Background: an optimization exercise with open tools, aiming at small area. Do not read the settings as production practice.
In this exercise RTL edits were held to simulation tests only and were not proved equivalent to the original.
No activity file was given, so power comes from the tool's default toggle rates.

`flow/config.mk`:
```
export PLATFORM = sky130hd
export DESIGN_NAME = trafficGenerator
export DESIGN_NICKNAME = trafficGenerator
export VERILOG_FILES = /design/flow/design.v
export SDC_FILE = /design/flow/constraint.sdc
export NUM_CORES = 4
export LEC_CHECK = 0
export ABC_AREA = 1
export CAP_MARGIN = 20
export CORE_MARGIN = 2
export CORE_UTILIZATION = 40
export SLEW_MARGIN = 20
```
`flow/constraint.sdc`:
```
create_clock -name core_clock -period 5.0 [get_ports {update}]
set_input_delay 1.0000 -clock core_clock [delete_from_list [all_inputs] [get_ports {update}]]
set_output_delay 1.0000 -clock core_clock [all_outputs]
set_load 0.01 [all_outputs]
```
`flow/design.v`:
```
module trafficGenerator
(
	input logic update,
	input logic rst,
	input logic moveTick,
	input logic [9:0] xCount,
	input logic [9:0] yCount,
	output logic [115-1:0] traffic
);
	localparam [3:0] NONE = 4'd7;
	logic [9:0] ph1;
	logic [8:0] ph2;
	logic oddCar;
	logic spd2, left;
	assign spd2 = (yCount >= 10'd96 && yCount < 10'd160) || (yCount >= 10'd192 && yCount < 10'd224)
		|| (yCount >= 10'd296 && yCount < 10'd320) || (yCount >= 10'd344 && yCount < 10'd416);
	assign left = (yCount >= 10'd120 && yCount < 10'd224) || yCount >= 10'd320;
	logic [3:0] laneCode;
	always_comb
	begin
		laneCode = NONE;
		if (yCount > 10'd74 && yCount < 10'd91) laneCode = 4'd0;
		if (yCount > 10'd99 && yCount < 10'd116) laneCode = 4'd8;
		if (yCount > 10'd124 && yCount < 10'd141) laneCode = 4'd9;
		if (yCount > 10'd174 && yCount < 10'd191) laneCode = 4'd1;
		if (yCount > 10'd199 && yCount < 10'd216) laneCode = 4'd10;
		if (yCount > 10'd224 && yCount < 10'd241) laneCode = 4'd2;
		if (yCount > 10'd274 && yCount < 10'd291) laneCode = 4'd3;
		if (yCount > 10'd299 && yCount < 10'd316) laneCode = oddCar ? 4'd15 : 4'd14;
		if (yCount > 10'd324 && yCount < 10'd341) laneCode = 4'd4;
		if (yCount > 10'd349 && yCount < 10'd366) laneCode = 4'd11;
		if (yCount > 10'd399 && yCount < 10'd416) laneCode = 4'd12;
		if (yCount > 10'd424 && yCount < 10'd441) laneCode = 4'd5;
	end
	function automatic logic [10:0] fastAdd(input logic [10:0] a, input logic [10:0] b, input logic cin);
		logic [10:0] g, p, gg, pp, gn, pn;
		g = a & b;
		p = a ^ b;
		gg = g;
		pp = p;
		gg[0] = g[0] | (p[0] & cin);
		for (int d = 1; d < 11; d = d * 2)
		begin
			gn = gg;
			pn = pp;
			for (int i = d; i < 11; i++)
			begin
				gn[i] = gg[i] | (pp[i] & gg[i - d]);
				pn[i] = pp[i] & pp[i - d];
			end
			gg = gn;
			pp = pn;
		end
		fastAdd = p ^ {gg[9:0], cin};
	endfunction
	logic [9:0] lo;
	logic [10:0] loRight, loLeft, opA, opB, diff;
	logic [9:0] phX;
	logic [3:0] k;
	logic xValid;
	always_comb
	begin
		xValid = (xCount != 10'd0) && (xCount < (spd2 ? 10'd658 : 10'd657));
		lo = (xCount[9:4] != 6'd0) ? {6'(xCount[9:4] - 6'd1), xCount[3:0]} : 10'd0;
		if (xCount[9:4] == 6'd0)
			k = 4'(xCount[3:0] - 4'd1);
		else if (xCount > (spd2 ? 10'd642 : 10'd641))
			k = 4'((spd2 ? 10'd657 : 10'd656) - xCount);
		else
			k = 4'd15;
		loRight = {1'b0, lo};
		loLeft = {4'({1'b0, lo[9:7]} - 4'd5), lo[6:0]};
		phX = spd2 ? {ph2, 1'b0} : ph1;
		opA = left ? loLeft : loRight;
		opB = left ? {1'b0, phX} : ~{1'b0, phX};
		diff = fastAdd(opA, opB, !left);
	end
	logic [3:0] lane;
	logic [10:0] qRaw;
	logic [3:0] kReg;
	always_ff @(posedge update)
	begin
		if (rst)
		begin
			ph1 <= 10'd320;
			ph2 <= 9'd195;
			oddCar <= 1'b1;
			lane <= NONE;
		end
		else
		begin
			if (moveTick)
			begin
				ph1 <= (ph1[9] && ph1[7]) ? 10'd0 : ph1 + 10'd1;
				ph2 <= (ph2[8] && ph2[6]) ? 9'd0 : ph2 + 9'd1;
				if (ph2 == 9'd37)
					oddCar <= 1'b0;
			end
			lane <= xValid ? laneCode : NONE;
		end
		qRaw <= diff;
		kReg <= k;
	end
	logic [9:0] q;
	logic [4:0] qk;
	logic [10:0] qFull;
	assign qFull = fastAdd(qRaw, qRaw[10] ? (lane[3] ? 11'd642 : 11'd641) : 11'd0, 1'b0);
	assign q = qFull[9:0];
	assign qk = {1'b0, q[3:0]} + {1'b0, kReg};
	function automatic logic inWindow(input logic [5:0] a, input logic [3:0] b,
		input logic [9:0] q, input logic [4:0] qk);
		inWindow = ((q[9:4] == a) && (q[3:0] <= b) && (qk[4] || (qk[3:0] >= b)))
			|| ((q[9:4] == a - 6'd1) && qk[4] && (qk[3:0] >= b));
	endfunction
	logic [51:0] inWin;
	assign inWin[0] = inWindow(6'd2, 4'd8, q, qk);   
	assign inWin[1] = inWindow(6'd2, 4'd13, q, qk);   
	assign inWin[2] = inWindow(6'd3, 4'd2, q, qk);   
	assign inWin[3] = inWindow(6'd3, 4'd12, q, qk);   
	assign inWin[4] = inWindow(6'd4, 4'd1, q, qk);   
	assign inWin[5] = inWindow(6'd5, 4'd0, q, qk);   
	assign inWin[6] = inWindow(6'd5, 4'd15, q, qk);   
	assign inWin[7] = inWindow(6'd7, 4'd8, q, qk);   
	assign inWin[8] = inWindow(6'd8, 4'd2, q, qk);   
	assign inWin[9] = inWindow(6'd9, 4'd1, q, qk);   
	assign inWin[10] = inWindow(6'd10, 4'd15, q, qk);   
	assign inWin[11] = inWindow(6'd11, 4'd14, q, qk);   
	assign inWin[12] = inWindow(6'd12, 4'd8, q, qk);   
	assign inWin[13] = inWindow(6'd13, 4'd12, q, qk);   
	assign inWin[14] = inWindow(6'd15, 4'd10, q, qk);   
	assign inWin[15] = inWindow(6'd16, 4'd4, q, qk);   
	assign inWin[16] = inWindow(6'd16, 4'd6, q, qk);   
	assign inWin[17] = inWindow(6'd16, 4'd14, q, qk);   
	assign inWin[18] = inWindow(6'd17, 4'd0, q, qk);   
	assign inWin[19] = inWindow(6'd18, 4'd2, q, qk);   
	assign inWin[20] = inWindow(6'd20, 4'd0, q, qk);   
	assign inWin[21] = inWindow(6'd20, 4'd10, q, qk);   
	assign inWin[22] = inWindow(6'd21, 4'd5, q, qk);   
	assign inWin[23] = inWindow(6'd21, 4'd15, q, qk);   
	assign inWin[24] = inWindow(6'd22, 4'd8, q, qk);   
	assign inWin[25] = inWindow(6'd23, 4'd14, q, qk);   
	assign inWin[26] = inWindow(6'd25, 4'd11, q, qk);   
	assign inWin[27] = inWindow(6'd25, 4'd12, q, qk);   
	assign inWin[28] = inWindow(6'd26, 4'd0, q, qk);   
	assign inWin[29] = inWindow(6'd26, 4'd5, q, qk);   
	assign inWin[30] = inWindow(6'd26, 4'd6, q, qk);   
	assign inWin[31] = inWindow(6'd27, 4'd4, q, qk);   
	assign inWin[32] = inWindow(6'd27, 4'd10, q, qk);   
	assign inWin[33] = inWindow(6'd29, 4'd7, q, qk);   
	assign inWin[34] = inWindow(6'd30, 4'd1, q, qk);   
	assign inWin[35] = inWindow(6'd30, 4'd11, q, qk);   
	assign inWin[36] = inWindow(6'd30, 4'd12, q, qk);   
	assign inWin[37] = inWindow(6'd31, 4'd6, q, qk);   
	assign inWin[38] = inWindow(6'd32, 4'd9, q, qk);   
	assign inWin[39] = inWindow(6'd32, 4'd10, q, qk);   
	assign inWin[40] = inWindow(6'd33, 4'd14, q, qk);   
	assign inWin[41] = inWindow(6'd34, 4'd7, q, qk);   
	assign inWin[42] = inWindow(6'd34, 4'd8, q, qk);   
	assign inWin[43] = inWindow(6'd35, 4'd1, q, qk);   
	assign inWin[44] = inWindow(6'd35, 4'd6, q, qk);   
	assign inWin[45] = inWindow(6'd35, 4'd7, q, qk);   
	assign inWin[46] = inWindow(6'd36, 4'd0, q, qk);   
	assign inWin[47] = inWindow(6'd37, 4'd10, q, qk);   
	assign inWin[48] = inWindow(6'd38, 4'd13, q, qk);   
	assign inWin[49] = inWindow(6'd38, 4'd14, q, qk);   
	assign inWin[50] = inWindow(6'd39, 4'd7, q, qk);   
	assign inWin[51] = inWindow(6'd39, 4'd8, q, qk);   
	assign traffic[0] = (lane == 4'd0) && inWin[22];
	assign traffic[1] = (lane == 4'd0) && inWin[26];
	assign traffic[2] = (lane == 4'd0) && inWin[34];
	assign traffic[3] = (lane == 4'd0) && inWin[41];
	assign traffic[4] = (lane == 4'd0) && inWin[48];
	assign traffic[5] = (lane == 4'd0) && inWin[2];
	assign traffic[6] = (lane == 4'd0) && inWin[7];
	assign traffic[7] = (lane == 4'd0) && inWin[11];
	assign traffic[8] = (lane == 4'd0) && inWin[15];
	assign traffic[9] = (lane == 4'd0) && inWin[19];
	assign traffic[10] = (lane == 4'd8) && inWin[18];
	assign traffic[12] = (lane == 4'd8) && inWin[27];
	assign traffic[14] = (lane == 4'd8) && inWin[42];
	assign traffic[16] = (lane == 4'd8) && inWin[2];
	assign traffic[18] = (lane == 4'd8) && inWin[11];
	assign traffic[21] = (lane == 4'd9) && inWin[30];
	assign traffic[22] = (lane == 4'd9) && inWin[36];
	assign traffic[24] = (lane == 4'd9) && inWin[51];
	assign traffic[25] = (lane == 4'd9) && inWin[3];
	assign traffic[27] = (lane == 4'd9) && inWin[12];
	assign traffic[28] = (lane == 4'd9) && inWin[17];
	assign traffic[37] = (lane == 4'd1) && inWin[26];
	assign traffic[38] = (lane == 4'd1) && inWin[34];
	assign traffic[40] = (lane == 4'd1) && inWin[48];
	assign traffic[41] = (lane == 4'd1) && inWin[2];
	assign traffic[43] = (lane == 4'd1) && inWin[11];
	assign traffic[44] = (lane == 4'd1) && inWin[15];
	assign traffic[45] = (lane == 4'd10) && inWin[27];
	assign traffic[47] = (lane == 4'd10) && inWin[42];
	assign traffic[48] = (lane == 4'd10) && inWin[49];
	assign traffic[50] = (lane == 4'd10) && inWin[7];
	assign traffic[51] = (lane == 4'd10) && inWin[11];
	assign traffic[53] = (lane == 4'd10) && inWin[21];
	assign traffic[54] = (lane == 4'd10) && inWin[24];
	assign traffic[55] = (lane == 4'd10) && inWin[13];
	assign traffic[57] = (lane == 4'd10) && inWin[39];
	assign traffic[58] = (lane == 4'd2) && inWin[22];
	assign traffic[59] = (lane == 4'd2) && inWin[31];
	assign traffic[60] = (lane == 4'd2) && inWin[38];
	assign traffic[61] = (lane == 4'd2) && inWin[50];
	assign traffic[62] = (lane == 4'd2) && inWin[6];
	assign traffic[63] = (lane == 4'd2) && inWin[14];
	assign traffic[64] = (lane == 4'd2) && inWin[10];
	assign traffic[66] = (lane == 4'd3) && inWin[23];
	assign traffic[67] = (lane == 4'd3) && inWin[33];
	assign traffic[68] = (lane == 4'd3) && inWin[46];
	assign traffic[69] = (lane == 4'd3) && inWin[1];
	assign traffic[70] = (lane == 4'd3) && inWin[9];
	assign traffic[71] = (lane == 4'd3) && inWin[14];
	assign traffic[72] = (lane[3:1] == 3'd7) && inWin[16];
	assign traffic[74] = (lane[3:1] == 3'd7) && inWin[25];
	assign traffic[75] = (lane[3:1] == 3'd7) && inWin[32];
	assign traffic[76] = (lane[3:1] == 3'd7) && inWin[37];
	assign traffic[77] = ((lane == 4'd14) && inWin[44])
		|| ((lane == 4'd15) && inWin[45]);
	assign traffic[79] = (lane[3:1] == 3'd7) && inWin[2];
	assign traffic[80] = (lane[3:1] == 3'd7) && inWin[7];
	assign traffic[82] = (lane == 4'd4) && inWin[23];
	assign traffic[83] = (lane == 4'd4) && inWin[29];
	assign traffic[84] = (lane == 4'd4) && inWin[35];
	assign traffic[85] = (lane == 4'd4) && inWin[43];
	assign traffic[86] = (lane == 4'd4) && inWin[50];
	assign traffic[87] = (lane == 4'd4) && inWin[4];
	assign traffic[88] = (lane == 4'd4) && inWin[8];
	assign traffic[89] = (lane == 4'd4) && inWin[12];
	assign traffic[90] = (lane == 4'd4) && inWin[15];
	assign traffic[91] = (lane == 4'd11) && inWin[27];
	assign traffic[92] = (lane == 4'd11) && inWin[37];
	assign traffic[93] = (lane == 4'd11) && inWin[47];
	assign traffic[94] = (lane == 4'd11) && inWin[5];
	assign traffic[95] = (lane == 4'd11) && inWin[12];
	assign traffic[96] = (lane == 4'd11) && inWin[20];
	assign traffic[103] = (lane == 4'd12) && inWin[28];
	assign traffic[104] = (lane == 4'd12) && inWin[40];
	assign traffic[105] = (lane == 4'd12) && inWin[0];
	assign traffic[106] = (lane == 4'd12) && inWin[11];
	assign traffic[107] = (lane == 4'd12) && inWin[20];
	assign traffic[108] = (lane == 4'd5) && inWin[22];
	assign traffic[110] = (lane == 4'd5) && inWin[38];
	assign traffic[111] = (lane == 4'd5) && inWin[50];
	assign traffic[112] = (lane == 4'd5) && inWin[6];
	assign traffic[114] = (lane == 4'd5) && inWin[10];
	assign traffic[11] = 1'b0;
	assign traffic[13] = 1'b0;
	assign traffic[15] = 1'b0;
	assign traffic[17] = 1'b0;
	assign traffic[19] = 1'b0;
	assign traffic[20] = 1'b0;
	assign traffic[23] = 1'b0;
	assign traffic[26] = 1'b0;
	assign traffic[29] = 1'b0;
	assign traffic[30] = 1'b0;
	assign traffic[31] = 1'b0;
	assign traffic[32] = 1'b0;
	assign traffic[33] = 1'b0;
	assign traffic[34] = 1'b0;
	assign traffic[35] = 1'b0;
	assign traffic[36] = 1'b0;
	assign traffic[39] = 1'b0;
	assign traffic[42] = 1'b0;
	assign traffic[46] = 1'b0;
	assign traffic[49] = 1'b0;
	assign traffic[52] = 1'b0;
	assign traffic[56] = 1'b0;
	assign traffic[65] = 1'b0;
	assign traffic[73] = 1'b0;
	assign traffic[78] = 1'b0;
	assign traffic[81] = 1'b0;
	assign traffic[97] = 1'b0;
	assign traffic[98] = 1'b0;
	assign traffic[99] = 1'b0;
	assign traffic[100] = 1'b0;
	assign traffic[101] = 1'b0;
	assign traffic[102] = 1'b0;
	assign traffic[109] = 1'b0;
	assign traffic[113] = 1'b0;
endmodule
```
`flow/run.sh`:
```
#!/bin/bash
# synth_recipe.tcl (not shown) runs the flow's synth.tcl, then flattens the netlist and writes it again
# the make line also repeats each setting of config.mk as NAME=value (left out here)
make -C /OpenROAD-flow-scripts/flow DESIGN_CONFIG=/design/flow/config.mk WORK_HOME=/design/flow/orfs CLKGATE_MAP_FILE= SYNTH_SCRIPT=/design/flow/synth_recipe.tcl finish
```
==> results of run 1 <==
==> cell usage after synthesis, drive strengths merged (3+ instances only) <==
cell type  number
a31oi           6
nor3b           7
fa              3
nand4          16
nor3           22
o21ai          39
dfxtp          39
ha             27
xnor2           7
inv           136
o211ai          4
a21oi         102
xor2           20
clkbuf          4
o31ai           4
nor2          130
or2             5
nand2         246
buf            44
nand3          90
clkinv          5
nor4            4
==> state kept, by name, indices dropped and copies added (netlist names) <==
signal,flops
qRaw,11
kReg,4
ph2,9
ph1,10
oddCar,1
lane,4
==> how the worst min path moves through the flow <==
| stage | slack, ns | endpoint | cells past startpoint |
|---|---|---|---|
| 3_3_place_gp | 0.45 | oddCar | 2 |
| 2_1_floorplan | 0.43 | oddCar | 2 |
| 6_report | 0.46 | oddCar | 2 |
| 3_5_place_dp | 0.45 | oddCar | 2 |
| 4_1_cts | 0.46 | oddCar | 2 |
| 5_1_grt | 0.49 | oddCar | 2 |
==> timing repair <==
action                     4_1_cts  5_1_grt
setup endpoints to repair       12       73
gates resized for setup          5       24
setup buffers                    0        2
pin swaps                        0        3
==> metal layers <==
| layer | wire length [µm] | vias to the layer above | track usage |
|---|---|---|---|
| li1 | - | 3323 | - |
| met1 | 8080 | 2872 | 0.319 |
| met2 | 9150 | 251 | 0.459 |
| met3 | 1170 | 53 | 0.0287 |
| met4 | 908 | 0 | 0.130 |
| met5 | 0 | - | 0 |
==> worst max-delay path: stages, from the launching register on <==
cell             delay (ns)
dfxtp_1                0.40
inv_1                  0.06
nor2_1                 0.09
ha_2                   0.21
fa_1                   0.43
inv_1                  0.11
fa_2                   0.50
inv_1                  0.12
nand2_1                0.07
nor2_1                 0.19
nor2_1                 0.11
a21oi_2                0.27
buf_4                  0.16
nand2_1                0.05
a21oi_1                0.19
clkdlybuf4s50_1        0.57
==> final cells by class <==
| type | instances | area (µm²) |
|---|---|---|
| clock inverter | 1 | 7.51 |
| multi-input combinational | 781 | 4030 |
| fill | 1445 | 6410 |
| inverter | 141 | 529 |
| sequential | 39 | 785 |
| clock buffer | 7 | 153 |
| tap | 176 | 220 |
| timing repair buffer | 117 | 1160 |
==> power breakdown <==
| group | switching [mW] | leakage (nW) | total (mW) | internal (mW) |
|---|---|---|---|---|
| registers | 0.0446 | 0.322 | 0.404 | 0.359 |
| clock network | 0.115 | 0.0761 | 0.326 | 0.212 |
| logic | 1.52 | 2.68 | 2.12 | 0.598 |
==> cell families after synthesis <==
kind of cell | count (synthesis)
compound gates | 167
xor+xnor | 27
fa+ha+maj | 30
buf+inv | 189
flops | 39
other cells | 1
simple gates | 523
==> placed cells by master (no fill, tap or decap), drive strengths merged, types with 2 or more instances in the layout <==
cell type / instances
nor3b: 7
conb: 34
nor4: 4
dfxtp: 39
o211ai: 4
a31oi: 6
o21bai: 2
nand4: 16
inv: 136
nand3b: 2
o31ai: 4
a21o: 2
xnor2: 7
fa: 3
nand2: 246
nor3: 22
a211oi: 2
buf: 14
o21ai: 39
clkbuf: 7
xor2: 20
or2: 5
clkinv: 5
clkdlybuf4s50: 96
nand3: 90
nor2: 130
o22ai: 2
a21oi: 102
dlymetal6s2s: 7
ha: 27
==> flow_metrics.py, run 1 <==
metrics = {
    "synth": {
        "ys_warn_count": 1,
        "synthFlopType": "dfxtp_1",
        "netlist_top_cells_area": "nand2_1 (16%), dfxtp_1 (14%), a21oi_1 (9.3%), inv_1 (8.7%), nand3_1 (8.1%)",
        "synth_simple_gate_area_frac": 0.419,
        "synth_compound_area_frac": 0.164,
        "synth_area_leader_cell": "nand2_1",
        "ys_seq_area_frac": 0.142,
        "synth_top_family_by_area": "simple AND/OR/NAND/NOR gates",
        "syn_inst": 976,
        "synth_mux_area_frac": 0,
        "synth_cell_types": 45,
        "synthDominantCellAreaShare": 0.163,
        "synth-edff-count": 0,
        "ys_ff_latch": 39,
        "synth.cell_area_um2": 5490,
        "synth_xor_area_frac": 0.0445,
        "syn_avg_cell_area_um2": 5.62,
        "synthAdderAreaFrac": 0.0725,
        "async_flop_share": 0,
    },
    "drt": {
        "wire_per_inst_um": 15.3,
        "vias_per_cell": 5.15,
        "drt-total-wl_mm": 19.3,
        "drt-pass1-iter-count": 5,
        "drtAntennaViolNets": 0,
        "first_iter_violations": 507,
        "drc": 0,
        "via_count": 6499,
    },
    "min_path": {
        "min_from": "oddCar",
        "hold_path_class": "reg2reg",
    },
    "floorplanning": {
        "core_area_um2": 13300,
        "placement_rows": 42,
        "ios": 138,
        "initial_core_util": 0.413,
        "die_w_um": 121,
        "die-area_um2": 14700,
        "fp.dieH_um": 121,
    },
    "final_layout": {
        "fin_cells": 1262,
        "post-route-util": 0.518,
        "final_area_um2": 6880,
        "nNetsFinal": 1138,
        "synthToLayoutAreaGrowth_pct": 25.5,
        "n_antenna_cell": 0,
        "drive_above_1_share": 0.0764,
    },
    "global_route": {
        "overflow": 0,
        "grt_pass1_wl_mm": 30.8,
        "grt.total_usage": 0.263,
        "antenna_found_initial": 0,
        "first_global_vias": 6032,
        "grt_max_degree": 17,
    },
    "cts": {
        "clkLatencyLatePin_ns": 0.27,
        "clkSinkCount": 39,
        "htreeDepth": 2,
        "cts_tree": "done",
        "cts_made_buffers": 5,
        "cts_buffer_depth": 2,
        "cts_hold_buf": 0,
        "clkTransAtPathRegs_ns": 0.06,
        "cts-root-buf": "clkbuf_16",
    },
    "setup_path": {
        "cp-startpoint": "qRaw[10]",
        "reg2reg_to": "qRaw[8]",
        "crit_path_start_kind": "register",
        "ff2ff_path_depth": 8,
        "critPathKind": "reg2out",
        "worstPathArrival_ns": 3.79,
        "reg2reg_from": "ph2[0]",
        "worst-r2r-setup-slack_ns": 2.67,
        "path_max_fanout": 5,
        "worst_setup_path_end_kind": "primary output",
        "cp-endpoint": "traffic[67]",
        "worstPathRequired_ns": 4.00,
    },
    "timing": {
        "hold_violations": 0,
        "max_freq_mhz": 209,
        "final_max_slew_viol_count": 0,
        "grt_setup_unrepaired": "true",
        "fin_ws_ns": 0.207,
        "timing.hold.ws_ns": 0.460,
        "worst_pin_slew_ns": 0.648,
        "worst_clock_skew_ns": 0.00512,
        "setup_viol": 0,
        "finalSetupTns_ns": 0,
        "slew_headroom": 0.565,
        "period_share": 0.959,
        "fin_crit_ns": 4.79,
    },
    "run": {
        "maxCapViolCount": 0,
    },
    "placed_design": {
        "place_area_um2": 6620,
        "hpwl_mm": 16.4,
        "place_ws_ns": 0.0993,
        "place_inst": 1252,
        "port_buffers": 103,
        "gp_congestion": 1.00,
    },
    "power_and_ir_drop": {
        "vdd.ir_drop.worst_mv": 0.235,
        "p_leak_nw": 3.07,
        "p_per_area_nw_per_um2": 414,
        "p_total_mw": 2.85,
    },
    "outcome": {
        "status": "timing/DRC/antenna clean",
    },
}
==> run 2: changes to the inputs <==
==> flow/flow/run.sh (new file) <==
#!/bin/bash
# The standard layout (as standard.sh runs it) with two changes:
#  - synthesis maps the logic with ABC's area script flow/area.abc (flow/synth.tcl),
#  - ports are buffered with sky130_fd_sc_hd__buf_1 instead of the flow's pick.
# Every tool's output goes to make.log here; ORFS's own logs stay under orfs/logs.
set -euo pipefail
W=$PWD
export AREA_ABC_SCRIPT=$W/flow/area.abc
export BUFFER_PORTS_ARGS="-buffer_cell sky130_fd_sc_hd__buf_1"
make -C "$FLOW_HOME" DESIGN_CONFIG="$W/config.mk" WORK_HOME="$W/orfs" CLKGATE_MAP_FILE= \
  SYNTH_SCRIPT="$W/flow/synth.tcl" finish > "$W/make.log" 2>&1
R=$W/orfs/results/$FLOW_PLATFORM/trafficGenerator/base
: # left out here: write the final layout as DEF
==> flow/flow/area.abc (new file) <==
strash
&get -n
&fraig -x
&put
scorr
dc2
strash
&get -n
&dch -f
&nf -R 1000
&put
==> flow/flow/synth.tcl (new file) <==
# The standard flow's synthesis script (synth_recipe.tcl) with one change: ABC maps the logic
# with the area script in area.abc instead of the flow's own script.
proc synth {args} { yosys synth -nofsm -noshare {*}$args }
proc abc {args} {
  set out {}
  set skip 0
  foreach a $args {
    if {$skip} { set skip 0; continue }
    if {$a eq "-script" || $a eq "-D"} { set skip 1; continue }
    lappend out $a
  }
  yosys abc -script $::env(AREA_ABC_SCRIPT) {*}$out
}
source $::env(SCRIPTS_DIR)/synth.tcl
# left out here: clear keep_hierarchy, flatten, clean up, hide names made inside functions, write 1_2_yosys.v
==> flow/standard.sh (new file) <==
#!/bin/bash
# synth_recipe.tcl (not shown) runs the flow's synth.tcl, then flattens the netlist and writes it again
# the make line also repeats each setting of config.mk as NAME=value (left out here)
make -C /OpenROAD-flow-scripts/flow DESIGN_CONFIG=/design/flow/config.mk WORK_HOME=/design/flow/orfs CLKGATE_MAP_FILE= SYNTH_SCRIPT=/design/flow/synth_recipe.tcl "${@:-finish}"
--- a/flow/config.mk
+++ b/flow/config.mk
@@ -8,5 +8,6 @@
 export ABC_AREA = 1
-export CAP_MARGIN = 20
+export CAP_MARGIN = 10
 export CORE_MARGIN = 2
-export CORE_UTILIZATION = 40
-export SLEW_MARGIN = 20
+export CORE_UTILIZATION = 50
+export CTS_BUF_LIST = sky130_fd_sc_hd__clkbuf_4
+export SLEW_MARGIN = 10
removed: flow/run.sh
==> run 2 against run 1 <==
  * Sequential cell count is the same
  * Still clean on timing, DRC and antenna
  * Core utilization grew 7.5 points
  * Highest routed layer unchanged
  * Register-to-register slack worse by 0.46 ns
  * Maximum frequency increased by 0.29%
  * Clock skew grew 0.0054 ns
  * Sequential share of layout area rose by 3.0 points
==> flow_metrics.py, run 2 <==
metrics = {
    "outcome": {
        "status": "timing/DRC/antenna clean",
    },
    "timing": {
        "worst_pin_slew_ns": 0.630,
        "worst_clock_skew_ns": 0.0105,
        "period_share": 0.956,
        "fin_crit_ns": 4.78,
        "setup_viol": 0,
        "finalSetupTns_ns": 0,
        "fin_ws_ns": 0.221,
        "max_freq_mhz": 209,
        "slew_headroom": 0.580,
        "final_max_slew_viol_count": 0,
        "hold_violations": 0,
    },
    "cts": {
        "cts_made_buffers": 5,
        "clkTransAtPathRegs_ns": 0.10,
        "cts_tree": "done",
        "clkSinkCount": 39,
        "cts-root-buf": "clkbuf_4",
        "clkLatencyLatePin_ns": 0.35,
        "htreeDepth": 2,
        "cts_hold_buf": 0,
        "cts_buffer_depth": 2,
    },
    "setup_path": {
        "cp-startpoint": "qRaw[10]",
        "critPathKind": "reg2out",
        "reg2reg_from": "ph2[0]",
        "worst_setup_path_end_kind": "primary output",
        "path_max_fanout": 7,
        "worstPathRequired_ns": 4.00,
        "worstPathArrival_ns": 3.78,
        "crit_path_start_kind": "register",
    },
    "synth": {
        "synth-edff-count": 0,
        "synthDominantCellAreaShare": 0.167,
        "async_flop_share": 0,
        "synth_area_leader_cell": "dfxtp_1",
        "ys_seq_area_frac": 0.167,
        "synthFlopType": "dfxtp_1",
        "syn_avg_cell_area_um2": 6.79,
        "syn_inst": 689,
        "ys_ff_latch": 39,
        "yosys-top-cells-count": "nor2_1 (155), nand2_1 (66), a21oi_1 (50)",
        "netlist_top_cells_area": "dfxtp_1 (17%), nor2_1 (12%), ha_1 (7.2%), buf_4 (5.5%), a21oi_1 (5.4%)",
        "ys_warn_count": 1,
        "synth.cell_area_um2": 4680,
        "yosysMostFrequentCell": "nor2_1",
        "synth_cell_types": 48,
    },
    "placed_design": {
        "port_buffers": 103,
        "place_area_um2": 5280,
        "gp_congestion": 1.07,
        "hpwl_mm": 13.0,
        "place_ws_ns": 0.275,
    },
    "floorplanning": {
        "placement_rows": 35,
        "core_area_um2": 9150,
        "fp.dieH_um": 101,
        "die-area_um2": 10100,
        "initial_core_util": 0.511,
        "die_w_um": 101,
        "ios": 138,
    },
    "power_and_ir_drop": {
        "vdd.ir_drop.worst_mv": 0.388,
        "p_leak_nw": 1.96,
        "p_total_mw": 2.93,
        "p_per_area_nw_per_um2": 541,
    },
    "final_layout": {
        "nNetsFinal": 881,
        "final_cell_mix": "nor2_1 (155), buf_1 (100), nand2_1 (66), a21oi_1 (47), dfxtp_1 (38)",
        "largest_reg_flops": 11,
        "fillers": 912,
        "largest-register": "qRaw",
        "synthToLayoutAreaGrowth_pct": 15.9,
        "final_area_um2": 5420,
        "drive_above_1_share": 0.0663,
        "reg_top3": "qRaw x11, ph1 x10, ph2 x9",
        "final_common_cell": "nor2_1",
    },
    "min_path": {
        "hold_path_class": "reg2reg",
        "min_from": "oddCar",
    },
    "drt": {
        "drt-pass1-iter-count": 4,
        "drtAntennaViolNets": 0,
        "drc": 0,
        "vias_per_cell": 6.00,
        "first_iter_violations": 287,
        "drt-total-wl_mm": 16.2,
        "wire_per_inst_um": 17.2,
        "via_count": 5644,
    },
    "global_route": {
        "antenna_found_initial": 1,
        "grt.total_usage": 0.319,
        "grt_max_degree": 15,
        "overflow": 0,
        "first_global_vias": 5282,
        "grt_pass1_wl_mm": 25.7,
    },
    "run": {
        "maxCapViolCount": 0,
    },
}
-- run 2: final cells by class --
| type | instances | area (µm²) | area share |
|---|---|---|---|
| Timing Repair Buffer | 133 | 616 | 0.114 |
| Inverter | 21 | 78.8 | 0.0145 |
| Clock buffer | 7 | 52.6 | 0.00969 |
| Tap cell | 111 | 139 | 0.0256 |
| Sequential cell | 39 | 782 | 0.144 |
| Multi-Input combinational cell | 628 | 3750 | 0.691 |
| Antenna cell | 1 | 2.50 | 0.000462 |
| Clock inverter | 1 | 5.00 | 0.000923 |
-- run 2: cells by family (layout without fill, tap and decap cells) --
family	after synthesis	in the layout	share of synthesized area
AOI/OAI and AO/OA	168	168	0.242
xor gates and xnor gates	43	43	0.0805
adders and majority gates	30	30	0.0851
buffers and inverters	55	162	0.0714
DFF	39	39	0.167
muxes	12	12	0.0257
other	1	35	0.000802
and+or+nand+nor	341	341	0.328
-- run 2: path summary, 6_finish.rpt --
path	end	slack (ns)	cells after the start
setup reg to reg	qRaw[10]	2.21	12
hold / removal	oddCar	0.49	2
setup / recovery	traffic[76]	0.22	14
hold reg to reg	oddCar	0.49	2
-- run 2: what timing repair did --
item,CTS,global route
pin swaps,0,1
buffers inserted,0,2
gates resized for setup,1,17
endpoints found under the setup margin,5,74
-- run 2: metrics by stage --
step	cells	util	hold slack, ns
3_3_place_gp	930	0.577	0.468
5_1_grt	941	0.592	0.513
3_5_place_dp	930	0.577	0.477
2_1_floorplan	722	-	0.428
4_1_cts	938	0.584	0.494
6_report	941	0.592	0.485
-- run 2: per-layer routing --
metal / global-route usage / up-vias / part of all wire
met2: 0.567 / 328 / 0.50
met5: 0 / - / 0
met4: 0.187 / 0 / 0.054
met3: 0.0458 / 68 / 0.079
li1: - / 2713 / -
met1: 0.360 / 2535 / 0.37
-- run 2: where the power goes --
group | leakage [nW] | total, mW | internal [mW] | switching, mW
clock network | 0.0361 | 0.161 | 0.0656 | 0.0955
logic | 1.61 | 2.37 | 0.776 | 1.59
registers | 0.322 | 0.401 | 0.359 | 0.0422
-- run 2: critical path: stages (launching register included) --
cell     delay [ns]
dfxtp_1        0.36
nor2b_1        0.15
ha_1           0.21
fa_1           0.40
xor2_1         0.27
ha_1           0.34
a21oi_2        0.25
xor2_2         0.36
o21ai_0        0.18
o21ai_0        0.17
buf_4          0.17
nor2_1         0.05
a31oi_1        0.26
nor2_1         0.09
buf_1          0.15
==> run 3: changes to the inputs <==
--- a/flow/config.mk
+++ b/flow/config.mk
@@ -12,2 +12,3 @@
 export CTS_BUF_LIST = sky130_fd_sc_hd__clkbuf_4
+export GPL_TIMING_DRIVEN = 0
 export SLEW_MARGIN = 10
==> run 3 against run 2 <==
  * Combinational power up 7%
  * Register-to-register slack about the same
  * Area after synthesis unchanged
  * Hold slack better by 0.012 ns
  * Design area up 6.2%
  * Clock power down 4%
  * Critical path type unchanged
  * Critical endpoint is now traffic[92]
  * Largest cell class unchanged
  * Largest power group unchanged
  * Highest routed layer unchanged
==> flow_metrics.py, run 3 <==
metrics = {
    "outcome": {
        "status": "timing/DRC/antenna clean",
    },
    "synth": {
        "synthFlopType": "dfxtp_1",
        "yosys-top-cells-count": "nor2_1 (155), nand2_1 (66), a21oi_1 (50)",
        "ys_warn_count": 1,
        "synth_cell_types": 48,
        "synthDominantCellAreaShare": 0.167,
        "synth.cell_area_um2": 4680,
        "syn_avg_cell_area_um2": 6.79,
        "synth_area_leader_cell": "dfxtp_1",
        "ys_seq_area_frac": 0.167,
        "netlist_top_cells_area": "dfxtp_1 (17%), nor2_1 (12%), ha_1 (7.2%), buf_4 (5.5%), a21oi_1 (5.4%)",
        "yosysMostFrequentCell": "nor2_1",
        "async_flop_share": 0,
        "ys_ff_latch": 39,
        "synth-edff-count": 0,
        "syn_inst": 689,
    },
    "cts": {
        "cts-root-buf": "clkbuf_4",
        "cts_buffer_depth": 2,
        "clkSinkCount": 39,
        "cts_hold_buf": 0,
        "htreeDepth": 2,
        "cts_tree": "done",
        "clkLatencyLatePin_ns": 0.35,
        "clkTransAtPathRegs_ns": 0.12,
        "cts_made_buffers": 5,
    },
    "setup_path": {
        "critPathKind": "reg2out",
        "worst_setup_path_end_kind": "primary output",
        "crit_path_start_kind": "register",
        "worstPathRequired_ns": 4.00,
        "reg2reg_to": "qRaw[10]",
        "ff2ff_path_depth": 12,
        "worstPathArrival_ns": 3.91,
        "worst-r2r-setup-slack_ns": 2.21,
        "path_max_fanout": 6,
        "reg2reg_from": "ph2[0]",
    },
    "drt": {
        "drt-total-wl_mm": 16.4,
        "vias_per_cell": 6.08,
        "via_count": 5803,
        "drt-pass1-iter-count": 5,
        "drc": 0,
        "first_iter_violations": 393,
        "drtAntennaViolNets": 0,
        "wire_per_inst_um": 17.2,
    },
    "timing": {
        "period_share": 0.981,
        "fin_ws_ns": 0.0930,
        "worst_pin_slew_ns": 0.830,
        "slew_headroom": 0.446,
        "fin_crit_ns": 4.91,
        "hold_violations": 0,
        "timing.hold.ws_ns": 0.497,
        "setup_viol": 0,
        "final_max_slew_viol_count": 0,
        "max_freq_mhz": 204,
        "worst_clock_skew_ns": 0.0198,
    },
    "final_layout": {
        "reg_top3": "qRaw x11, ph1 x10, ph2 x9",
        "largest-register": "qRaw",
        "final_area_um2": 5760,
        "n_antenna_cell": 0,
        "final_cell_mix": "nor2_1 (153), buf_1 (103), nand2_1 (63), a21oi_1 (45), buf_4 (43)",
        "final_common_cell": "nor2_1",
        "largest_reg_flops": 11,
        "nNetsFinal": 895,
        "synthToLayoutAreaGrowth_pct": 23.1,
        "post-route-util": 0.629,
        "drive_above_1_share": 0.108,
    },
    "floorplanning": {
        "fp.dieH_um": 101,
        "initial_core_util": 0.511,
        "core_area_um2": 9150,
        "placement_rows": 35,
        "die-area_um2": 10100,
        "ios": 138,
        "die_w_um": 101,
    },
    "power_and_ir_drop": {
        "vdd.ir_drop.worst_mv": 0.293,
        "p_leak_nw": 2.10,
        "p_per_area_nw_per_um2": 540,
        "p_total_mw": 3.11,
    },
    "placed_design": {
        "gp_congestion": 1.03,
        "port_buffers": 103,
        "place_ws_ns": -0.438,
        "hpwl_mm": 12.4,
        "place_area_um2": 5330,
    },
    "min_path": {
        "min_to": "oddCar",
        "hold_path_class": "reg2reg",
        "min_from": "oddCar",
        "hold_depth": 2,
    },
    "run": {
        "maxCapViolCount": 0,
    },
    "global_route": {
        "grt_pass1_wl_mm": 25.1,
        "grt_max_degree": 23,
        "overflow": 0,
        "grt.total_usage": 0.306,
        "first_global_vias": 5257,
        "antenna_found_initial": 0,
    },
}
-- run 3: cell counts after synthesis --
No cell type changed its count.
-- run 3: how the worst max path moves through the flow --
| stage | startpoint | end | slack [ns] |
|---|---|---|---|
| 6_report | qRaw[10] | traffic[92] | 0.09 |
| 5_1_grt | qRaw[10] | traffic[86] | -0.04 |
| 4_1_cts | qRaw[10] | traffic[38] | -0.01 |
| 3_5_place_dp | lane[3] | traffic[18] | -0.44 |
| 3_3_place_gp | lane[3] | traffic[92] | -0.52 |
| 2_1_floorplan | lane[3] | traffic[106] | 0.51 |
-- run 3: metal layers --
| layer | global-route usage | wire length, µm | vias to the layer above |
|---|---|---|---|
| met5 | 0 | 0 | - |
| li1 | - | - | 2743 |
| met3 | 0.0409 | 1330 | 64 |
| met4 | 0.173 | 758 | 0 |
| met2 | 0.527 | 7970 | 336 |
| met1 | 0.364 | 6370 | 2660 |
-- run 3: stage by stage --
step           setup TNS (ns)  cells
2_1_floorplan               0    722
3_3_place_gp            -9.89    936
3_5_place_dp           -11.53    936
4_1_cts               -0.0234    945
5_1_grt               -0.0517    954
6_report                    0    954
-- run 3: cell type report --
type / instances / area [µm²]
Clock inverter: 2 / 7.51
Buffer: 34 / 255
Tap cell: 111 / 139
Clock buffer: 6 / 45.0
Timing Repair Buffer: 112 / 454
Multi-Input combinational cell: 629 / 3990
Inverter: 21 / 78.8
Sequential cell: 39 / 782
Fill cell: 864 / 3400
-- run 3: repair_timing --
item	4_1_cts	5_1_grt
setup endpoints to repair	79	76
hold endpoints to repair	0	0
pin swaps	1	6
resized for setup	36	23
buffers inserted	1	8
cloned	0	1
-- run 3: cells by family (layout without fill, tap and decap cells) --
kind of cell / count (synthesis) / count (layout) / synth area share
buffers and inverters: 55 / 175 / 0.0714
AND/OR/NAND/NOR: 341 / 342 / 0.328
other: 1 / 34 / 0.000802
AO/OA/AOI/OAI: 168 / 168 / 0.242
XOR/XNOR: 43 / 43 / 0.0805
flip-flops: 39 / 39 / 0.167
adder cells (fa/ha/maj): 30 / 30 / 0.0851
multiplexers: 12 / 12 / 0.0257
-- run 3: critical path, stage by stage, from the launching register on --
cell,delay [ns]
dfxtp_1,0.38
nor2b_1,0.15
ha_1,0.22
fa_2,0.63
ha_1,0.26
a21o_1,0.22
a21oi_4,0.28
xor2_4,0.30
o21ai_2,0.19
o21ai_2,0.28
nor2_1,0.10
a31oi_1,0.30
nor2_1,0.10
buf_1,0.14
-- run 3: power breakdown --
| group | leakage (nW) | internal, mW | switching (mW) | total, mW |
|---|---|---|---|---|
| combinational | 1.74 | 0.787 | 1.76 | 2.54 |
| sequential | 0.322 | 0.359 | 0.0478 | 0.407 |
| clock | 0.0307 | 0.0575 | 0.0976 | 0.155 |
==> run 4: changes to the inputs <==
--- a/flow/config.mk
+++ b/flow/config.mk
@@ -11,4 +11,5 @@
 export CORE_UTILIZATION = 50
-export CTS_BUF_LIST = sky130_fd_sc_hd__clkbuf_4
-export GPL_TIMING_DRIVEN = 0
+export CTS_BUF_LIST = sky130_fd_sc_hd__clkbuf_8
+export CTS_CLUSTER_DIAMETER = 200
+export CTS_CLUSTER_SIZE = 50
 export SLEW_MARGIN = 10
==> run 4 against run 3 <==
  * Cell count is 1.6% lower
  * Core utilization is 3.7 points lower
  * Largest power group unchanged
  * Sequential share of layout area is 0.85 points higher
  * Still clean
==> flow_metrics.py, run 4 <==
metrics = {
    "outcome": {
        "status": "timing/DRC/antenna clean",
    },
    "cts": {
        "cts_made_buffers": 5,
        "clkLatencyLatePin_ns": 0.29,
        "clkSinkCount": 39,
        "cts-root-buf": "clkbuf_8",
        "cts_tree": "done",
        "cts_buffer_depth": 2,
        "clkTransAtPathRegs_ns": 0.07,
        "htreeDepth": 2,
    },
    "final_layout": {
        "reg_top3": "qRaw x11, ph1 x10, ph2 x9",
        "drive_above_1_share": 0.0543,
        "largest_reg_flops": 11,
        "nNetsFinal": 880,
        "regArea_um2": 782,
        "n_antenna_cell": 0,
        "final_common_cell": "nor2_1",
        "largest-register": "qRaw",
        "multi_input_area_um2": 3730,
        "synthToLayoutAreaGrowth_pct": 15.8,
        "final_cell_mix": "nor2_1 (155), buf_1 (103), nand2_1 (66), a21oi_1 (48), dfxtp_1 (38)",
        "post-route-util": 0.592,
        "final_area_um2": 5420,
        "fillers": 901,
    },
    "timing": {
        "max_freq_mhz": 210,
        "slew_headroom": 0.575,
        "fin_crit_ns": 4.77,
        "final_max_slew_viol_count": 0,
        "hold_violations": 0,
        "setup_viol": 0,
        "worst_clock_skew_ns": 0.00443,
        "period_share": 0.953,
        "worst_pin_slew_ns": 0.636,
    },
    "synth": {
        "ys_seq_area_frac": 0.167,
        "synth.cell_area_um2": 4680,
        "syn_avg_cell_area_um2": 6.79,
        "synth-edff-count": 0,
        "ys_warn_count": 1,
        "synthDominantCellAreaShare": 0.167,
        "async_flop_share": 0,
        "ys_ff_latch": 39,
        "yosys-top-cells-count": "nor2_1 (155), nand2_1 (66), a21oi_1 (50)",
        "syn_inst": 689,
        "netlist_top_cells_area": "dfxtp_1 (17%), nor2_1 (12%), ha_1 (7.2%), buf_4 (5.5%), a21oi_1 (5.4%)",
        "synth_area_leader_cell": "dfxtp_1",
        "synthFlopType": "dfxtp_1",
        "yosysMostFrequentCell": "nor2_1",
        "synth_cell_types": 48,
    },
    "setup_path": {
        "critPathKind": "reg2out",
        "path_cells": "nor2b_1 -> ha_1 -> fa_1 -> xor2_1 -> ha_1 -> a21oi_1 -> xnor2_1 -> buf_4 -> a21oi_1 -> a21oi_1 -> buf_4 -> a22o_1 -> nand2_1 -> nor2_1 -> buf_1",
        "cpMostUsedCell": "a21oi_1",
        "worst_setup_path_end_kind": "primary output",
        "slowest_delay_ns": 0.40,
        "path_max_fanout": 8,
        "crit_buf_inv": 3,
        "crit_family": "compound AO/OA/AOI/OAI gates",
        "worstPathRequired_ns": 4.00,
        "critPathSlowestCell": "fa_1",
        "worstPathArrival_ns": 3.77,
        "crit_path_start_kind": "register",
        "ff2ff_path_depth": 12,
        "cp.depth": 15,
    },
    "floorplanning": {
        "core_area_um2": 9150,
        "fp.dieH_um": 101,
        "placement_rows": 35,
        "ios": 138,
        "die-area_um2": 10100,
        "die_w_um": 101,
        "initial_core_util": 0.511,
    },
    "power_and_ir_drop": {
        "p_total_mw": 2.95,
        "vdd.ir_drop.worst_mv": 0.390,
        "p_per_area_nw_per_um2": 544,
        "p_leak_nw": 1.97,
    },
    "global_route": {
        "overflow": 0,
        "grt_pass1_wl_mm": 25.7,
        "grt_max_degree": 15,
        "first_global_vias": 5285,
        "grt.total_usage": 0.319,
        "antenna_found_initial": 0,
    },
    "min_path": {
        "hold_depth": 2,
        "hold_path_class": "reg2reg",
    },
    "placed_design": {
        "port_buffers": 103,
        "hpwl_mm": 13.0,
        "place_area_um2": 5280,
        "gp_congestion": 1.07,
    },
    "run": {
        "maxCapViolCount": 0,
    },
    "drt": {
        "drt-total-wl_mm": 16.2,
        "first_iter_violations": 323,
        "vias_per_cell": 5.98,
        "drc": 0,
        "via_count": 5612,
        "wire_per_inst_um": 17.3,
        "drtAntennaViolNets": 0,
        "drt-pass1-iter-count": 7,
    },
}
run 4: changes by cell type in the layout (fill, tap and decap cells not counted), moves of 4 or more:
cell / delta
buf_4: -14
clkbuf_8: +5
nor3_2: -4
nor3_1: +5
clkbuf_4: -6
run 4: path summary, 6_finish.rpt:
path | start | endpoint | slack [ns]
worst max-delay path | qRaw[10] | traffic[86] | 0.23
worst min-delay path | oddCar | oddCar | 0.48
worst max register to register | ph2[0] | qRaw[10] | 2.19
worst min register to register | oddCar | oddCar | 0.48
run 4: logic make-up after synthesis:
| kind of cell | Yosys count | synth area share |
|---|---|---|
| mux | 12 | 0.0257 |
| compound gates | 168 | 0.242 |
| buf+inv | 55 | 0.0714 |
| xor+xnor | 43 | 0.0805 |
| other cells | 1 | 0.000802 |
| flops | 39 | 0.167 |
| simple gates | 341 | 0.328 |
| fa+ha+maj | 30 | 0.0851 |
run 4: tightest hold or removal path, cell delays in order, from the launching register on:
cell     delay, ns
dfxtp_1       0.33
o41ai_1       0.06
nand2_1       0.05
run 4: timing repair:
| action | 4_1_cts | 5_1_grt |
|---|---|---|
| buffers inserted | 0 | 1 |
| resized for setup | 0 | 11 |
| hold buffers | 0 | 0 |
| setup endpoints to repair | 0 | 58 |
run 4: area by class of cell:
cell class                      instances  share of cell area
Sequential cell                        39               0.144
Tap cell                              111              0.0256
Clock buffer                            5              0.0127
Inverter                               21              0.0145
Timing Repair Buffer                  132               0.112
Multi-Input combinational cell        628               0.689
Clock inverter                          3             0.00231
run 4: where the power goes:
group,leakage [nW],switching [mW],internal (mW)
sequential,0.322,0.0422,0.359
combinational,1.59,1.59,0.760
clock,0.0505,0.100,0.0936
run 4: metal layers:
metal,wire [µm],vias to the layer above,global-route usage,part of all wire
met5,0,-,0,0
met4,871,0,0.187,0.054
met3,1290,64,0.0437,0.079
met2,8060,299,0.570,0.50
met1,6010,2539,0.358,0.37
li1,-,2710,-,-
run 4: stage by stage:
stage	hold WS [ns]	setup TNS (ns)	std cells	setup slack [ns]
after floorplan	0.428	0	722	0.512
after global placement	0.468	0	930	0.435
after detailed placement	0.477	0	930	0.275
after CTS	0.489	0	938	0.0593
after global routing	0.507	-0.0113	939	-0.0113
final	0.481	0	939	0.233
==> run 5: changes to the inputs <==
==> flow/flow/area.abc (replaced) <==
strash
&get -n
&fraig -x
&put
scorr
dc2
balance
rewrite
refactor
balance
rewrite
rewrite -z
balance
refactor -z
rewrite -z
balance
dc2
strash
&get -n
&dch -f
&nf -R 1000 -p
&put
==> run 5 against run 4 <==
  * Core utilization increased by 1.9 points
  * Critical path depth decreased by 2
  * Via count decreased by 2.0%
  * Highest routed layer unchanged
==> flow_metrics.py, run 5 <==
metrics = {
    "power_and_ir_drop": {
        "pwr-share-seq": 0.150,
        "vdd.ir_drop.worst_mv": 0.302,
        "p_per_area_nw_per_um2": 508,
        "combPwrFrac": 0.752,
        "clock_power_share": 0.099,
        "internal_power_mw": 1.15,
        "p_sw_frac": 0.581,
        "switchingPower_mw": 1.59,
        "p_leak_nw": 1.96,
    },
    "synth": {
        "syn_inst": 670,
        "yosysMostFrequentCell": "nor2_1",
        "ys_warn_count": 1,
        "ys_ff_latch": 39,
        "synth_cell_types": 58,
        "yosys-top-cells-count": "nor2_1 (133), nand2_1 (71), a21oi_1 (52)",
        "netlist_top_cells_area": "dfxtp_1 (17%), nor2_1 (11%), ha_1 (7.4%), nand2_1 (5.8%), a21oi_1 (5.7%)",
        "ys_seq_area_frac": 0.170,
        "async_flop_share": 0,
        "synth_area_leader_cell": "dfxtp_1",
        "syn_avg_cell_area_um2": 6.83,
        "synthDominantCellAreaShare": 0.170,
        "synth.cell_area_um2": 4580,
        "synthFlopType": "dfxtp_1",
        "synth-edff-count": 0,
    },
    "floorplanning": {
        "fp.dieH_um": 99.7,
        "ios": 138,
        "core_area_um2": 8810,
        "initial_core_util": 0.520,
        "placement_rows": 34,
        "die_w_um": 99.7,
        "die-area_um2": 9940,
    },
    "placed_design": {
        "gp_congestion": 1.09,
        "place_area_um2": 5170,
        "hpwl_mm": 12.6,
        "port_buffers": 103,
    },
    "setup_path": {
        "worst_setup_path_end_kind": "primary output",
        "path_max_fanout": 8,
        "critPathKind": "reg2out",
        "crit_path_start_kind": "register",
        "worstPathRequired_ns": 4.00,
        "worstPathArrival_ns": 3.82,
    },
    "final_layout": {
        "largest-register": "qRaw",
        "fillers": 878,
        "nNetsFinal": 857,
        "largest_reg_flops": 11,
        "drive_above_1_share": 0.0658,
        "synthToLayoutAreaGrowth_pct": 17.5,
        "n_antenna_cell": 0,
        "final_area_um2": 5380,
        "final_common_cell": "nor2_1",
        "final_cell_mix": "nor2_1 (130), buf_1 (103), nand2_1 (69), a21oi_1 (49)",
        "reg_top3": "qRaw x11, ph1 x10, ph2 x9",
    },
    "drt": {
        "drt-total-wl_mm": 15.5,
        "drt-pass1-iter-count": 5,
        "first_iter_violations": 521,
        "via_count": 5502,
        "vias_per_cell": 6.03,
        "wire_per_inst_um": 17.0,
        "drc": 0,
        "drtAntennaViolNets": 0,
    },
    "cts": {
        "cts_buffer_depth": 2,
        "clkTransAtPathRegs_ns": 0.08,
        "cts_tree": "done",
        "clkSinkCount": 39,
        "cts_made_buffers": 5,
        "post-cts-setup-buffers": 0,
        "htreeDepth": 2,
        "cts-root-buf": "clkbuf_8",
        "clkLatencyLatePin_ns": 0.30,
    },
    "global_route": {
        "antenna_found_initial": 0,
        "use_met1": 0.389,
        "grt_max_degree": 15,
        "top_usage_layer": "met2",
        "overflow": 0,
        "first_global_vias": 5003,
        "met3_usage": 0.0555,
        "use_met2": 0.510,
        "grt_pass1_wl_mm": 24.4,
        "grt.total_usage": 0.304,
    },
    "outcome": {
        "status": "timing/DRC/antenna clean",
    },
    "timing": {
        "timing.hold.ws_ns": 0.485,
        "setup_viol": 0,
        "slew_headroom": 0.633,
        "fin_crit_ns": 4.82,
        "worst_pin_slew_ns": 0.548,
        "hold_violations": 0,
        "worst_clock_skew_ns": 0.0110,
        "period_share": 0.964,
        "max_freq_mhz": 208,
        "final_max_slew_viol_count": 0,
    },
    "run": {
        "maxCapViolCount": 0,
    },
    "min_path": {
        "hold_path_class": "reg2reg",
    },
}
==> run 5: power by group through the flow <==
| stage | logic [mW] | clock network (mW) | registers, mW |
|---|---|---|---|
| global placement | 1.87 | 0 | 0.409 |
| floorplan | 1.23 | 0 | 0.396 |
| CTS | 1.89 | 0.276 | 0.407 |
| finish | 2.06 | 0.269 | 0.409 |
| detailed placement | 1.85 | 0 | 0.411 |
| global route | 2.22 | 0.286 | 0.415 |
==> run 5: critical path, cell delays in order (launching register included) <==
cell      delay (ns)
dfxtp_2         0.36
nor2b_1         0.14
ha_1            0.21
fa_2            0.63
ha_1            0.26
a21o_1          0.19
a21oi_2         0.22
xnor2_2         0.21
nor2_1          0.09
buf_4           0.18
a211oi_1        0.51
a32oi_2         0.23
nor2_1          0.13
buf_1           0.16
==> run 5: per-layer routing <==
layer / up-vias / share of wire
met1: 2533 / 0.41
met4: 0 / 0.035
li1: 2630 / -
met2: 289 / 0.46
met5: - / 0
met3: 50 / 0.089
==> run 5: per-stage QoR <==
step	utilization	setup WS [ns]	std cells	total power, mW	setup TNS [ns]
global route	0.611	-0.0102	913	2.92	-0.0109
detailed placement	0.587	-0.0527	905	2.26	-0.0976
CTS	0.604	0.00933	913	2.58	0
floorplan	-	0.156	703	1.62	0
finish	0.611	0.182	913	2.74	0
global placement	0.587	0.0906	905	2.28	0
==> run 5: cell type report <==
| type | count | area (µm²) | share of cell area |
|---|---|---|---|
| Multi-Input combinational cell | 615 | 3710 | 0.690 |
| Timing Repair Buffer | 128 | 574 | 0.107 |
| Clock buffer | 5 | 68.8 | 0.0128 |
| Inverter | 15 | 56.3 | 0.0105 |
| Clock inverter | 3 | 47.5 | 0.00884 |
| Tap cell | 108 | 135 | 0.0251 |
| Sequential cell | 39 | 783 | 0.146 |
==> run 5: what timing repair did <==
item | in CTS | in global routing
pin swaps | 0 | 0
hold buffers | 0 | 0
gates resized for setup | 5 | 15
setup endpoints to repair | 57 | 71
gates cloned | 0 | 0
==> run 5: worst paths after layout <==
| kind | start | endpoint | slack, ns | depth (start not counted) |
|---|---|---|---|---|
| setup reg to reg | ph1[1] | qRaw[10] | 2.16 | 12 |
| hold / removal | oddCar | oddCar | 0.48 | 2 |
| hold reg to reg | oddCar | oddCar | 0.48 | 2 |
| setup / recovery | qRaw[10] | traffic[58] | 0.18 | 13 |
==> run 5: cell families (layout without fill, tap and decap cells) <==
logic type	after synthesis	after routing	share of synthesized area
multiplexers	12	12	0.0262
buffers and inverters	49	151	0.0680
XOR/XNOR	43	43	0.0822
flip-flops	39	39	0.170
AO/OA/AOI/OAI	151	151	0.218
adder cells (fa/ha/maj)	30	30	0.0869
other	1	34	0.000819
AND/OR/NAND/NOR	345	345	0.348
==> run 6: changes to the inputs <==
==> flow/flow/area.abc (replaced) <==
strash
&get -n
&fraig -x
&put
scorr
dc2
strash
&get -n
&dch -f
&nf -R 1000
&put
--- a/flow/config.mk
+++ b/flow/config.mk
@@ -10,3 +10,3 @@
 export CORE_MARGIN = 2
-export CORE_UTILIZATION = 50
+export CORE_UTILIZATION = 60
 export CTS_BUF_LIST = sky130_fd_sc_hd__clkbuf_8
==> run 6 against run 5 <==
  * Still clean
  * Synthesized cell count is 2.8% higher
  * Sequential cell count stayed put
  * Area after synthesis is 2.1% higher
  * Clock-buffer cell count is 1 higher
  * Clock skew is 0.0065 ns lower
  * Core utilization is 10 points higher
  * Highest routed layer unchanged
==> flow_metrics.py, run 6 <==
metrics = {
    "outcome": {
        "status": "timing/DRC/antenna clean",
    },
    "final_layout": {
        "nNetsFinal": 878,
        "final_cell_mix": "nor2_1 (155), buf_1 (102), nand2_1 (66), a21oi_1 (48), dfxtp_1 (38)",
        "largest_reg_flops": 11,
        "largest-register": "qRaw",
        "final_common_cell": "nor2_1",
        "drive_above_1_share": 0.0569,
        "reg_top3": "qRaw x11, ph1 x10, ph2 x9",
        "n_antenna_cell": 0,
        "synthToLayoutAreaGrowth_pct": 16.2,
    },
    "cts": {
        "cts_buffer_depth": 2,
        "clkSinkCount": 39,
        "clkTransAtPathRegs_ns": 0.07,
        "htreeDepth": 2,
        "clkLatencyLatePin_ns": 0.30,
        "cts_made_buffers": 5,
        "cts_tree": "done",
        "cts_hold_buf": 0,
        "cts_resized": 4,
        "cts-root-buf": "clkbuf_8",
        "post-cts-setup-buffers": 0,
    },
    "synth": {
        "synth_cell_types": 48,
        "async_flop_share": 0,
        "ys_ff_latch": 39,
        "synth.cell_area_um2": 4680,
        "ys_seq_area_frac": 0.167,
        "syn_avg_cell_area_um2": 6.79,
        "ys_warn_count": 1,
        "synth_compound_area_frac": 0.242,
        "synth-edff-count": 0,
        "synth_simple_gate_area_frac": 0.328,
        "yosysMostFrequentCell": "nor2_1",
        "syn_inst": 689,
        "synthFlopType": "dfxtp_1",
        "synthDominantCellAreaShare": 0.167,
        "synthAdderAreaFrac": 0.0851,
        "synth_area_leader_cell": "dfxtp_1",
        "synth_xor_area_frac": 0.0805,
        "synth_mux_area_frac": 0.0257,
        "synth_top_family_by_area": "simple AND/OR/NAND/NOR gates",
        "netlist_top_cells_area": "dfxtp_1 (17%), nor2_1 (12%), ha_1 (7.2%), buf_4 (5.5%), a21oi_1 (5.4%)",
        "yosys-top-cells-count": "nor2_1 (155), nand2_1 (66), a21oi_1 (50)",
    },
    "placed_design": {
        "place_ws_ns": 0.117,
        "hpwl_mm": 13.0,
        "gp_congestion": 1.04,
        "port_buffers": 103,
    },
    "timing": {
        "period_share": 0.971,
        "hold_violations": 0,
        "timing.hold.ws_ns": 0.479,
        "setup_viol": 0,
        "fin_ws_ns": 0.144,
        "finalSetupTns_ns": 0,
        "fin_crit_ns": 4.86,
        "worst_pin_slew_ns": 0.931,
        "max_freq_mhz": 206,
        "worst_clock_skew_ns": 0.00449,
        "slew_headroom": 0.378,
        "final_max_slew_viol_count": 0,
    },
    "power_and_ir_drop": {
        "clock_power_share": 0.091,
        "vdd.ir_drop.worst_mv": 0.350,
        "p_sw_frac": 0.581,
        "internal_power_mw": 1.26,
        "pwr-share-seq": 0.136,
        "p_leak_nw": 1.98,
        "p_per_area_nw_per_um2": 553,
        "switchingPower_mw": 1.74,
        "combPwrFrac": 0.774,
    },
    "drt": {
        "drt-total-wl_mm": 16.9,
        "via_count": 5996,
        "wl_met3_mm": 1.41,
        "drc": 0,
        "wire_per_inst_um": 18.2,
        "drt-pass1-iter-count": 5,
        "first_iter_violations": 553,
        "highest_layer": "met4",
        "vias_per_cell": 6.46,
        "wl_met1_mm": 5.98,
        "wl_met2_mm": 8.23,
        "drtAntennaViolNets": 0,
    },
    "setup_path": {
        "ff2ff_path_depth": 12,
        "reg2reg_to": "qRaw[10]",
        "reg2reg_from": "ph2[0]",
        "critPathKind": "reg2out",
        "worstPathArrival_ns": 3.86,
        "worst_setup_path_end_kind": "primary output",
        "worst-r2r-setup-slack_ns": 2.16,
        "worstPathRequired_ns": 4.00,
        "path_max_fanout": 7,
        "crit_path_start_kind": "register",
    },
    "global_route": {
        "grt_max_degree": 15,
        "first_global_vias": 5596,
        "overflow": 0,
        "antenna_found_initial": 0,
        "grt_pass1_wl_mm": 26.5,
        "grt.total_usage": 0.385,
    },
    "floorplanning": {
        "die-area_um2": 8520,
        "initial_core_util": 0.612,
        "fp.dieH_um": 92.3,
        "placement_rows": 32,
        "ios": 138,
        "die_w_um": 92.3,
        "core_area_um2": 7650,
    },
    "run": {
        "maxCapViolCount": 0,
    },
    "min_path": {
        "hold_path_class": "reg2reg",
        "hold_depth": 2,
        "min_to": "oddCar",
        "min_from": "oddCar",
    },
}
-- run 6: cell count changes after synthesis, sizes merged, moves of 5 or more --
cell    before  now
nand3       32   20
o31ai        2    7
clkinv      15   21
a22oi       20   14
a31oi        7   14
xnor2       21   28
nor2       133  155
a32oi       10   19
nand2       71   66
xor2        22   15
-- run 6: how the worst max path moves through the flow --
stage,start,endpoint,slack [ns],depth (start not counted)
after CTS,lane[3],traffic[16],0.03,14
after global placement,lane[3],traffic[21],0.19,14
after global routing,qRaw[10],traffic[53],-0.01,15
final,qRaw[10],traffic[53],0.14,15
after floorplan,lane[3],traffic[106],0.51,12
after detailed placement,lane[3],traffic[21],0.12,13
-- run 6: power by group through the flow --
stage	sequential (mW)	clock, mW	combinational [mW]
2_1_floorplan	0.399	0	1.32
3_3_place_gp	0.405	0	2.11
3_5_place_dp	0.409	0	2.13
4_1_cts	0.405	0.273	2.16
5_1_grt	0.413	0.285	2.42
6_report	0.408	0.272	2.32
-- run 6: critical path, stage by stage, from the launching register on --
cell and delay, ns:
dfxtp_1 0.35, nor2b_1 0.15, ha_1 0.21, fa_1 0.43, xor2_2 0.34, ha_1 0.37
a21oi_2 0.25, xor2_1 0.10, buf_4 0.18, a21oi_1 0.22, nor2_1 0.07, a311oi_1 0.20
buf_4 0.20, a32oi_1 0.15, nor2_1 0.16, buf_1 0.17
-- run 6: stage by stage --
stage | utilization | instance area, µm² | total power [mW] | instances
detailed placement | 0.688 | 5260 | 2.54 | 920
global route | 0.711 | 5440 | 3.12 | 928
CTS | 0.706 | 5400 | 2.84 | 928
finish | 0.711 | 5440 | 3.00 | 928
global placement | 0.688 | 5260 | 2.51 | 920
floorplan | - | 4800 | 1.72 | 722
-- run 6: logic make-up after synthesis --
| group | count (synthesis) |
|---|---|
| XOR/XNOR | 43 |
| multiplexers | 12 |
| buffers and inverters | 55 |
| adder cells (fa/ha/maj) | 30 |
| other | 1 |
| AO/OA/AOI/OAI | 168 |
| flip-flops | 39 |
| AND/OR/NAND/NOR | 341 |
-- run 6: layout make-up --
cell class                      count  area [µm²]
Tap cell                          102         128
Multi-Input combinational cell    628        3740
Clock buffer                        6        82.6
Clock inverter                      2        35.0
Sequential cell                    39         782
Inverter                           21        78.8
Fill cell                         653        2210
Timing Repair Buffer              130         591
-- run 6: metal layers --
| layer | global-route usage | up-vias |
|---|---|---|
| met1 | 0.413 | 2749 |
| met4 | 0.259 | 0 |
| met3 | 0.0578 | 115 |
| met2 | 0.697 | 429 |
| li1 | - | 2703 |
| met5 | 0 | - |
==> run 7: changes to the inputs <==
==> flow/config.mk (replaced) <==
export PLATFORM = sky130hd
export DESIGN_NAME = trafficGenerator
export DESIGN_NICKNAME = trafficGenerator
export VERILOG_FILES = /design/flow/design.v
export SDC_FILE = /design/flow/constraint.sdc
export NUM_CORES = 4
export LEC_CHECK = 0
export ABC_AREA = 1
export CAP_MARGIN = 20
export CORE_MARGIN = 2
export CORE_UTILIZATION = 40
export SLEW_MARGIN = 20
==> run 7 against run 6 <==
  * Maximum frequency grew 1.3%
  * Clock power grew 13%
  * Sequential share of layout area decreased by 0.24 points
  * Total power up 0.84%
  * Still clean on timing, DRC and antenna
  * Highest routed layer unchanged
  * Critical path type unchanged
  * Routed wire length down 2.9%
==> flow_metrics.py, run 7 <==
metrics = {
    "setup_path": {
        "worst_setup_path_end_kind": "primary output",
        "ff2ff_path_depth": 12,
        "worstPathRequired_ns": 4.00,
        "critPathKind": "reg2out",
        "worst-r2r-setup-slack_ns": 2.21,
        "worstPathArrival_ns": 3.79,
        "crit_path_start_kind": "register",
        "reg2reg_from": "ph2[0]",
    },
    "final_layout": {
        "fin_cells": 974,
        "drive_above_1_share": 0.0578,
        "synthToLayoutAreaGrowth_pct": 18.2,
        "reg_top3": "qRaw x11, ph1 x10, ph2 x9",
        "largest_reg_flops": 11,
        "n_antenna_cell": 0,
    },
    "synth": {
        "synth_simple_gate_area_frac": 0.328,
        "syn_inst": 689,
        "netlist_top_cells_area": "dfxtp_1 (17%), nor2_1 (12%), ha_1 (7.2%), buf_4 (5.5%), a21oi_1 (5.4%)",
        "synth.cell_area_um2": 4680,
        "synth_mux_area_frac": 0.0257,
        "synth_top_family_by_area": "simple AND/OR/NAND/NOR gates",
        "ys_seq_area_frac": 0.167,
        "yosys-top-cells-count": "nor2_1 (155), nand2_1 (66), a21oi_1 (50)",
        "synth_xor_area_frac": 0.0805,
        "ys_warn_count": 1,
        "syn_avg_cell_area_um2": 6.79,
        "synth-edff-count": 0,
        "synth_area_leader_cell": "dfxtp_1",
        "ys_ff_latch": 39,
        "async_flop_share": 0,
        "synth_cell_types": 48,
        "synthFlopType": "dfxtp_1",
        "synthDominantCellAreaShare": 0.167,
        "synthAdderAreaFrac": 0.0851,
        "synth_compound_area_frac": 0.242,
    },
    "timing": {
        "fin_crit_ns": 4.79,
        "finalSetupTns_ns": 0,
        "grt_setup_unrepaired": "false",
        "hold_violations": 0,
        "setup_viol": 0,
        "slew_headroom": 0.433,
        "worst_pin_slew_ns": 0.849,
    },
    "power_and_ir_drop": {
        "p_per_area_nw_per_um2": 548,
        "p_total_mw": 3.03,
        "p_leak_nw": 1.99,
        "vdd.ir_drop.worst_mv": 0.445,
    },
    "drt": {
        "wire_per_inst_um": 16.8,
        "drc": 0,
        "via_count": 5635,
        "drt-total-wl_mm": 16.4,
        "drt-pass1-iter-count": 5,
        "drtAntennaViolNets": 0,
    },
    "outcome": {
        "status": "timing/DRC/antenna clean",
    },
    "global_route": {
        "grt_max_degree": 15,
        "first_global_vias": 5160,
        "grt.total_usage": 0.247,
        "overflow": 0,
        "grt_pass1_wl_mm": 25.6,
        "antenna_found_initial": 0,
    },
    "min_path": {
        "min_from": "oddCar",
        "hold_path_class": "reg2reg",
        "hold_depth": 2,
    },
    "cts": {
        "cts_buffer_depth": 2,
        "clkLatencyLatePin_ns": 0.28,
        "cts_tree": "done",
        "post-cts-setup-buffers": 0,
        "cts-root-buf": "clkbuf_16",
    },
    "placed_design": {
        "hpwl_mm": 13.4,
    },
    "floorplanning": {
        "ios": 138,
        "initial_core_util": 0.410,
        "placement_rows": 39,
        "core_area_um2": 11400,
    },
}
run 7: changes by cell type in the layout (fill, tap and decap cells not counted), sizes merged:
cell and delta:
clkinvlp +1, bufinv -1, clkbuf -1, buf +6
run 7: worst max-delay path by stage:
stage | startpoint | endpoint | slack, ns | cells past startpoint
global placement | yCount[7] | qRaw[10] | 0.51 | 18
global route | qRaw[10] | traffic[108] | 0.03 | 14
CTS | lane[3] | traffic[105] | 0.13 | 14
detailed placement | yCount[6] | qRaw[10] | 0.24 | 18
floorplan | lane[3] | traffic[106] | 0.51 | 12
finish | qRaw[10] | traffic[91] | 0.21 | 13
run 7: final cells by class:
type                    instances  area (µm²)
fillers                      1209        5890
multi-input cells             628        3720
flip-flops and latches         39         782
repair buffers                135         627
well taps                     143         179
clock buffers                   6         129
inverters                      21        78.8
clock inverters                 2        12.5
run 7: report_power, final:
group | internal, mW | switching (mW) | total [mW]
Combinational | 0.784 | 1.54 | 2.32
Clock | 0.184 | 0.122 | 0.306
Sequential | 0.360 | 0.0436 | 0.403
Total | 1.33 | 1.70 | 3.03
run 7: cell families after synthesis:
| kind of cell | after synthesis |
|---|---|
| AO/OA/AOI/OAI | 168 |
| adder cells (fa/ha/maj) | 30 |
| AND/OR/NAND/NOR | 341 |
| multiplexers | 12 |
| buffers and inverters | 55 |
| flip-flops | 39 |
| XOR/XNOR | 43 |
| other | 1 |
run 7: through the flow:
step,area (µm²),hold slack [ns],utilization,setup WS (ns)
after global routing,5530,0.503,0.484,0.0305
after CTS,5490,0.460,0.481,0.129
after floorplan,4800,0.428,-,0.512
after global placement,5350,0.453,0.469,0.511
final,5530,0.459,0.484,0.206
after detailed placement,5350,0.451,0.469,0.245
run 7: layer usage:
layer,wire (µm),vias to the layer above,track usage,share of wire
li1,-,2725,-,-
met1,6660,2615,0.290,0.41
met2,7980,249,0.441,0.49
met3,1050,46,0.0383,0.064
met4,695,0,0.115,0.042
met5,0,-,0,0
run 7: critical path: stages, from the launching register on:
cell,delay (ns)
dfxtp_1,0.41
nor2b_1,0.17
ha_1,0.19
fa_1,0.48
ha_1,0.30
a21o_1,0.19
a21oi_2,0.22
xor2_1,0.38
buf_4,0.20
nor2_1,0.05
a2bb2oi_1,0.14
a32oi_1,0.51
nor2_1,0.12
buf_1,0.15

Re-timed with assumed drivers on the ports (clkbuf_16 on the clock, buf_2 on other inputs), run 7 has 0.170 ns of setup slack against 0.206 ns with ideal ports, and 0.176 ns once port delays also move by the mid clock arrival of 0.318 ns.
